This design comes from an exercise in tuning for small area, a short achievable clock period and few clock cycles per item on the open sky130 flow, not from production work. The RTL was checked by simulation tests, not by an equivalence proof against the original design.

==> flow/design.v <==
`timescale 1ns/1ps
package pe_pkg;
    typedef struct packed {
        logic [8-1:0]   idx;
        logic [16-1:0] delta;
    } pe_event_t;
    typedef logic [16-1:0] vertex_val_t;
    typedef struct packed {
        logic [16-1:0] addr;
        logic                  write;
        logic [32-1:0] wdata;
    } bus_req_t;
    typedef union packed {
        logic [1:0][15:0]           rowptr;
        logic [3:0][8-1:0]  colidx;
    } edge_word_t;
endpackage
`timescale 1ns/1ps
module pe_top
(
    input  logic                  clk_i,
    input  logic                  rst_i,
    input  logic [8+16-1:0] ev_i,
    input  logic                  ev_valid_i,
    output logic                  ev_ready_o,
    output logic [8+16-1:0] pro_o,
    output logic                  pro_valid_o,
    input  logic                  pro_ready_i,
    output logic [16-1:0] paddr_o,
    output logic                  pwrite_o,
    output logic [32-1:0] pwdata_o,
    output logic                  psel_o,
    output logic                  penable_o,
    input  logic [32-1:0] prdata_i,
    input  logic                  pready_i
);
    localparam int DS = 2;
    localparam int DN = 16 / DS;
    localparam logic [2:0] K_RP0 = 3'd0;
    localparam logic [2:0] K_RP1 = 3'd1;
    localparam logic [2:0] K_VR  = 3'd2;
    localparam logic [2:0] K_VW  = 3'd3;
    localparam logic [2:0] K_COL = 3'd4;
    localparam logic [2:0] PH_IDLE = 3'd0;
    localparam logic [2:0] PH_RP0  = 3'd1;
    localparam logic [2:0] PH_RP1  = 3'd2;
    localparam logic [2:0] PH_VR   = 3'd3;
    localparam logic [2:0] PH_POST = 3'd4;
    logic        eb_free_q;
    logic [7:0]  eb_idx_q;
    logic [15:0] eb_delta_q;
    logic        accept;
    logic        eb_release;
    logic        above;
    assign ev_ready_o = eb_free_q;
    assign accept     = ev_valid_i && eb_free_q;
    assign above      = (eb_delta_q > 16'd64);
    logic [2:0]  ph_q;
    logic        vw_done_q;
    logic        col_pend_q;
    logic        col_first_q;
    logic        ptr_wait_q;
    logic        ptr_eval_q;
    logic        div_need_q;
    logic [1:0]  vr_stage_q;
    logic [15:0] ps_q;
    logic [15:0] pe_q;
    logic        psel_q;
    logic        pen_q;
    logic [15:0] paddr_q;
    logic        pwrite_q;
    logic [15:0] pwdata_q;
    logic [2:0]  kind_q;
    logic        tf_first_q;
    logic [1:0]  tf_eoff_q;
    logic        div_busy_q;
    logic        div_full_q;
    logic [3:0] div_cnt_q;
    logic [15:0] div_d_q;
    logic [15:0] div_r_q;
    logic [15:0] div_q_q;
    logic [1:0]       cb_v_q;
    logic [1:0][31:0] cb_data_q;
    logic [1:0][1:0]  cb_pos_q;
    logic [1:0][1:0]  cb_eoff_q;
    logic [1:0]       cb_first_q;
    logic             cb_rd_q;
    logic             cb_wr_q;
    logic        pro_valid_q;
    logic [7:0]  pro_idx_q;
    logic [15:0] pro_delta_q;
    logic        bus_free;
    logic        xfer_end;
    logic        inflight_col;
    logic        slot_ok;
    logic        col_can;
    logic        vw_can;
    logic        issue;
    logic [2:0]  issue_kind;
    logic [15:0] issue_addr;
    logic [13:0] ps_w_inc;
    logic        col_last;
    logic        div_free;
    assign xfer_end     = pen_q && pready_i;
    assign bus_free     = !psel_q || xfer_end;
    assign inflight_col = psel_q && (kind_q == K_COL);
    assign slot_ok      = ({1'b0, cb_v_q[0]} + {1'b0, cb_v_q[1]} + {1'b0, inflight_col}) < 2'd2;
    assign col_can      = (ph_q == PH_POST) && col_pend_q && !div_need_q && slot_ok;
    assign vw_can       = (ph_q == PH_POST) && !vw_done_q && !ptr_wait_q && !div_need_q
                          && (vr_stage_q != 2'd0);
    assign ps_w_inc     = ps_q[15:2] + 14'd1;
    assign col_last     = ({1'b0, ps_w_inc, 2'b00} >= {1'b0, pe_q});
    assign div_free     = !div_busy_q && !div_full_q;
    always_comb
    begin
        issue      = 1'b0;
        issue_kind = K_VR;
        issue_addr = {8'h00, eb_idx_q};
        case (ph_q)
            PH_IDLE:
            begin
                issue = !eb_free_q;
                if (above)
                begin
                    issue_kind = K_RP0;
                    issue_addr = {8'h01, 1'b0, eb_idx_q[7:1]};
                end
            end
            PH_RP0:
            begin
                issue      = 1'b1;
                issue_kind = K_RP0;
                issue_addr = {8'h01, 1'b0, eb_idx_q[7:1]};
            end
            PH_RP1:
            begin
                issue      = 1'b1;
                issue_kind = K_RP1;
                issue_addr = {8'h01, {1'b0, eb_idx_q[7:1]} + 8'd1};
            end
            PH_VR:
                issue = 1'b1;
            PH_POST:
            begin
                if (col_can)
                begin
                    issue      = 1'b1;
                    issue_kind = K_COL;
                    issue_addr = {2'b00, ps_q[15:2]} + 16'h0200;
                end
                else if (vw_can)
                begin
                    issue      = 1'b1;
                    issue_kind = K_VW;
                end
            end
            default: ;
        endcase
    end
    logic do_issue;
    assign do_issue   = bus_free && issue;
    assign eb_release = do_issue && (issue_kind == K_VW);
    always_ff @(posedge clk_i)
    begin
        if (rst_i)
        begin
            eb_free_q   <= 1'b1;
            ph_q        <= PH_IDLE;
            psel_q      <= 1'b0;
            pen_q       <= 1'b0;
            vw_done_q   <= 1'b0;
            col_pend_q  <= 1'b0;
            ptr_wait_q  <= 1'b0;
            ptr_eval_q  <= 1'b0;
            div_need_q  <= 1'b0;
            vr_stage_q  <= 2'd0;
        end
        else
        begin
            if (accept)
                eb_free_q <= 1'b0;
            else if (eb_release)
                eb_free_q <= 1'b1;
            if (do_issue)
            begin
                psel_q <= 1'b1;
                pen_q  <= 1'b0;
            end
            else if (psel_q && !pen_q)
                pen_q <= 1'b1;
            else if (xfer_end)
            begin
                psel_q <= 1'b0;
                pen_q  <= 1'b0;
            end
            if (do_issue)
            begin
                case (ph_q)
                    PH_IDLE:
                    begin
                        vw_done_q  <= 1'b0;
                        vr_stage_q <= 2'd0;
                        ptr_wait_q <= above;
                        if (above)
                            ph_q <= eb_idx_q[0] ? PH_RP1 : PH_VR;
                        else
                            ph_q <= PH_POST;
                    end
                    PH_RP0:  ph_q <= eb_idx_q[0] ? PH_RP1 : PH_VR;
                    PH_RP1:  ph_q <= PH_VR;
                    PH_VR:   ph_q <= PH_POST;
                    PH_POST:
                    begin
                        if (issue_kind == K_VW)
                        begin
                            vw_done_q <= 1'b1;
                            if (!col_pend_q)
                                ph_q <= PH_IDLE;
                        end
                        else
                        begin
                            col_pend_q <= !col_last;
                            if (col_last && vw_done_q)
                                ph_q <= PH_IDLE;
                        end
                    end
                    default: ph_q <= PH_IDLE;
                endcase
            end
            ptr_eval_q <= 1'b0;
            if (xfer_end && ((kind_q == K_RP1) || ((kind_q == K_RP0) && !eb_idx_q[0])))
                ptr_eval_q <= 1'b1;
            if (ptr_eval_q)
            begin
                ptr_wait_q <= 1'b0;
                col_pend_q <= (pe_q != ps_q);
            end
            if (ptr_eval_q && (pe_q != ps_q) && !div_free)
                div_need_q <= 1'b1;
            else if (div_free)
                div_need_q <= 1'b0;
            if (xfer_end && (kind_q == K_VR))
                vr_stage_q <= 2'd1;
            else if (vr_stage_q == 2'd1)
                vr_stage_q <= 2'd2;
        end
    end
    always_ff @(posedge clk_i)
    begin
        if (do_issue)
        begin
            paddr_q  <= issue_addr;
            pwrite_q <= (issue_kind == K_VW);
            kind_q   <= issue_kind;
        end
        if (do_issue && (issue_kind == K_COL))
        begin
            ps_q[15:2] <= ps_w_inc;
            tf_first_q <= col_first_q;
            tf_eoff_q  <= col_last ? (pe_q[1:0] - 2'd1) : 2'd3;
            col_first_q <= 1'b0;
        end
        if (ptr_eval_q)
            col_first_q <= 1'b1;
        if (xfer_end)
        begin
            case (kind_q)
                K_RP0:
                begin
                    if (eb_idx_q[0])
                        ps_q <= prdata_i[31:16];
                    else
                    begin
                        ps_q <= prdata_i[15:0];
                        pe_q <= prdata_i[31:16];
                    end
                end
                K_RP1: pe_q <= prdata_i[15:0];
                K_VR:  pwdata_q <= prdata_i[15:0];
                default: ;
            endcase
        end
        if (vr_stage_q == 2'd1)
            pwdata_q <= pwdata_q + eb_delta_q;
        if (accept)
        begin
            eb_idx_q   <= ev_i[23:16];
            eb_delta_q <= ev_i[15:0];
        end
    end
    assign paddr_o   = paddr_q;
    assign pwrite_o  = pwrite_q;
    assign pwdata_o  = {16'h0000, pwdata_q};
    assign psel_o    = psel_q;
    assign penable_o = pen_q;
    logic [23:0] damped;
    logic        div_load;
    logic        share_take;
    logic [15:0] st_r [0:DS];
    logic [15:0] st_q [0:DS];
    logic [16:0] st_t [0:DS-1];
    logic [16:0] st_s [0:DS-1];
    logic [15:0] num;
    logic [15:0] deg;
    logic        skip8;
    logic        skip4;
    assign damped   = {8'd0, eb_delta_q} * 24'd217;
    assign num      = damped[23:8];
    assign deg      = pe_q - ps_q;
    assign skip8    = ({8'd0, num[15:8]} < deg);
    assign skip4    = ({12'd0, num[15:12]} < deg);
    assign div_load = (div_need_q || (ptr_eval_q && (pe_q != ps_q))) && div_free;
    always_comb
    begin
        st_r[0] = div_r_q;
        st_q[0] = div_q_q;
        for (int i = 0; i < DS; i++)
        begin
            st_t[i] = {st_r[i], st_q[i][15]};
            st_s[i] = st_t[i] - {1'b0, div_d_q};
            if (!st_s[i][16])
            begin
                st_r[i+1] = st_s[i][15:0];
                st_q[i+1] = {st_q[i][14:0], 1'b1};
            end
            else
            begin
                st_r[i+1] = st_t[i][15:0];
                st_q[i+1] = {st_q[i][14:0], 1'b0};
            end
        end
    end
    always_ff @(posedge clk_i)
    begin
        if (rst_i)
        begin
            div_busy_q <= 1'b0;
            div_full_q <= 1'b0;
        end
        else
        begin
            if (div_load)
                div_busy_q <= 1'b1;
            else if (div_busy_q && (div_cnt_q == 4'(DN - 1)))
            begin
                div_busy_q <= 1'b0;
                div_full_q <= 1'b1;
            end
            if (share_take)
                div_full_q <= 1'b0;
        end
    end
    always_ff @(posedge clk_i)
    begin
        if (div_load)
        begin
            div_d_q   <= deg;
            if (skip8)
            begin
                div_r_q   <= {8'd0, num[15:8]};
                div_q_q   <= {num[7:0], 8'd0};
                div_cnt_q <= 4'(8 / DS);
            end
            else if (skip4)
            begin
                div_r_q   <= {12'd0, num[15:12]};
                div_q_q   <= {num[11:0], 4'd0};
                div_cnt_q <= 4'(4 / DS);
            end
            else
            begin
                div_r_q   <= 16'd0;
                div_q_q   <= num;
                div_cnt_q <= '0;
            end
        end
        else if (div_busy_q)
        begin
            div_r_q   <= st_r[DS];
            div_q_q   <= st_q[DS];
            div_cnt_q <= div_cnt_q + 1'b1;
        end
    end
    logic       h_v;
    logic [31:0] h_data;
    logic [1:0] h_pos;
    logic [1:0] h_eoff;
    logic       h_first;
    logic       load;
    logic       cap;
    logic [7:0] h_byte;
    assign h_v     = cb_v_q[cb_rd_q];
    assign h_data  = cb_data_q[cb_rd_q];
    assign h_pos   = cb_pos_q[cb_rd_q];
    assign h_eoff  = cb_eoff_q[cb_rd_q];
    assign h_first = cb_first_q[cb_rd_q];
    assign h_byte  = h_data[8*h_pos +: 8];
    assign load    = h_v && (!pro_valid_q || pro_ready_i) && (!h_first || div_full_q);
    assign share_take = load && h_first;
    assign cap     = xfer_end && (kind_q == K_COL);
    always_ff @(posedge clk_i)
    begin
        if (rst_i)
        begin
            cb_v_q      <= 2'b00;
            cb_rd_q     <= 1'b0;
            cb_wr_q     <= 1'b0;
            pro_valid_q <= 1'b0;
        end
        else
        begin
            if (load && (h_pos == h_eoff))
            begin
                cb_v_q[cb_rd_q] <= 1'b0;
                cb_rd_q         <= !cb_rd_q;
            end
            if (cap)
            begin
                cb_v_q[cb_wr_q] <= 1'b1;
                cb_wr_q         <= !cb_wr_q;
            end
            if (load)
                pro_valid_q <= 1'b1;
            else if (pro_ready_i)
                pro_valid_q <= 1'b0;
        end
    end
    always_ff @(posedge clk_i)
    begin
        if (load)
        begin
            cb_pos_q[cb_rd_q]   <= h_pos + 2'd1;
            cb_first_q[cb_rd_q] <= 1'b0;
            pro_idx_q           <= h_byte;
            if (h_first)
                pro_delta_q <= div_q_q;
        end
        if (cap)
        begin
            cb_data_q[cb_wr_q]  <= prdata_i;
            cb_pos_q[cb_wr_q]   <= tf_first_q ? ps_q[1:0] : 2'd0;
            cb_eoff_q[cb_wr_q]  <= tf_eoff_q;
            cb_first_q[cb_wr_q] <= tf_first_q;
        end
    end
    assign pro_o       = {pro_idx_q, pro_delta_q};
    assign pro_valid_o = pro_valid_q;
endmodule
clock: 36.0 ns
lec_check: 0
cap_margin: 20
core_margin: 2
core_utilization: 40
slew_margin: 20
run.sh (not shown) runs the stock make flow with config.mk's settings and CLKGATE_MAP_FILE= SYNTH_SCRIPT=/design/flow/synth_recipe.tcl, a recipe that flattens the netlist after the stock synthesis.
The baseline finished clean.
Testbench counts at the start, summed over its fixed seeds: cycles 11,999, items 1,200.
Then changed:
--- a/flow/design.v
+++ b/flow/design.v
@@ -231,16 +231,15 @@
             if (xfer_end && ((kind_q == K_RP1) || ((kind_q == K_RP0) && !eb_idx_q[0])))
                 ptr_eval_q <= 1'b1;
             if (ptr_eval_q)
             begin
                 ptr_wait_q <= 1'b0;
                 col_pend_q <= (pe_q != ps_q);
+                div_need_q <= (pe_q != ps_q);
             end
-            if (ptr_eval_q && (pe_q != ps_q) && !div_free)
-                div_need_q <= 1'b1;
-            else if (div_free)
+            if (div_need_q && div_free)
                 div_need_q <= 1'b0;
             if (xfer_end && (kind_q == K_VR))
                 vr_stage_q <= 2'd1;
             else if (vr_stage_q == 2'd1)
                 vr_stage_q <= 2'd2;
         end
@@ -297,22 +296,14 @@
     logic        div_load;
     logic        share_take;
     logic [15:0] st_r [0:DS];
     logic [15:0] st_q [0:DS];
     logic [16:0] st_t [0:DS-1];
     logic [16:0] st_s [0:DS-1];
-    logic [15:0] num;
-    logic [15:0] deg;
-    logic        skip8;
-    logic        skip4;
     assign damped   = {8'd0, eb_delta_q} * 24'd217;
-    assign num      = damped[23:8];
-    assign deg      = pe_q - ps_q;
-    assign skip8    = ({8'd0, num[15:8]} < deg);
-    assign skip4    = ({12'd0, num[15:12]} < deg);
-    assign div_load = (div_need_q || (ptr_eval_q && (pe_q != ps_q))) && div_free;
+    assign div_load = div_need_q && div_free;
     always_comb
     begin
         st_r[0] = div_r_q;
         st_q[0] = div_q_q;
         for (int i = 0; i < DS; i++)
         begin
@@ -351,31 +342,16 @@
         end
     end
     always_ff @(posedge clk_i)
     begin
         if (div_load)
         begin
-            div_d_q   <= deg;
-            if (skip8)
-            begin
-                div_r_q   <= {8'd0, num[15:8]};
-                div_q_q   <= {num[7:0], 8'd0};
-                div_cnt_q <= 4'(8 / DS);
-            end
-            else if (skip4)
-            begin
-                div_r_q   <= {12'd0, num[15:12]};
-                div_q_q   <= {num[11:0], 4'd0};
-                div_cnt_q <= 4'(4 / DS);
-            end
-            else
-            begin
-                div_r_q   <= 16'd0;
-                div_q_q   <= num;
-                div_cnt_q <= '0;
-            end
+            div_d_q   <= pe_q - ps_q;
+            div_r_q   <= 16'd0;
+            div_q_q   <= damped[23:8];
+            div_cnt_q <= '0;
         end
         else if (div_busy_q)
         begin
             div_r_q   <= st_r[DS];
             div_q_q   <= st_q[DS];
             div_cnt_q <= div_cnt_q + 1'b1;
The changed run went through all stages and came out clean.
Synthesized area fell by a few percent.
Setup slack degrades by 0.096 ns.
Cell count fell by a few percent.
Core utilization rose by 0.20 points.
Fmax fell slightly.
Global-route usage fell by 0.71 points.
Design area fell by a few percent.
First-iteration DRC count fell by a quarter to a third.
Worst hold slack is about the same.
Sequential cell count is unchanged.
Testbench counts after the change, summed over its fixed seeds: cycles 13,447, items 1,200.

-- port drivers added, routing unchanged --
No port has a modelled driver above. Below, the same layouts with a new extraction and two added sets of constraints. Step 1 sets driving cells, clkbuf_16 on the clock port and buf_2 on the other inputs (assumed; they add their load-dependent delay and slew). Step 2 adds t to the input delays and takes it off the output delays; t is the mean of the earliest and latest rising clock arrival at the registers after step 1. Input paths then give back, and output paths get back, about the clock's delay inside the block. Slacks: no drivers / after step 1 / after step 2; pairs: no drivers / after step 1.
run	t (ns)	setup slack, ns	worst hold slack (ns)	worst slew at a driven data input, ns
the first run	0.613	27.152 / 27.103 / 26.602	0.445 / 0.445 / 0.445	0.07
the second run	0.629	27.056 / 27.037 / 26.454	0.446 / 0.446 / 0.446	0.04
After both steps setup and hold are still met in every run listed. The setup slack of the second run, which loses most, moves by -0.019 ns with the drivers and by -0.602 ns with both steps.
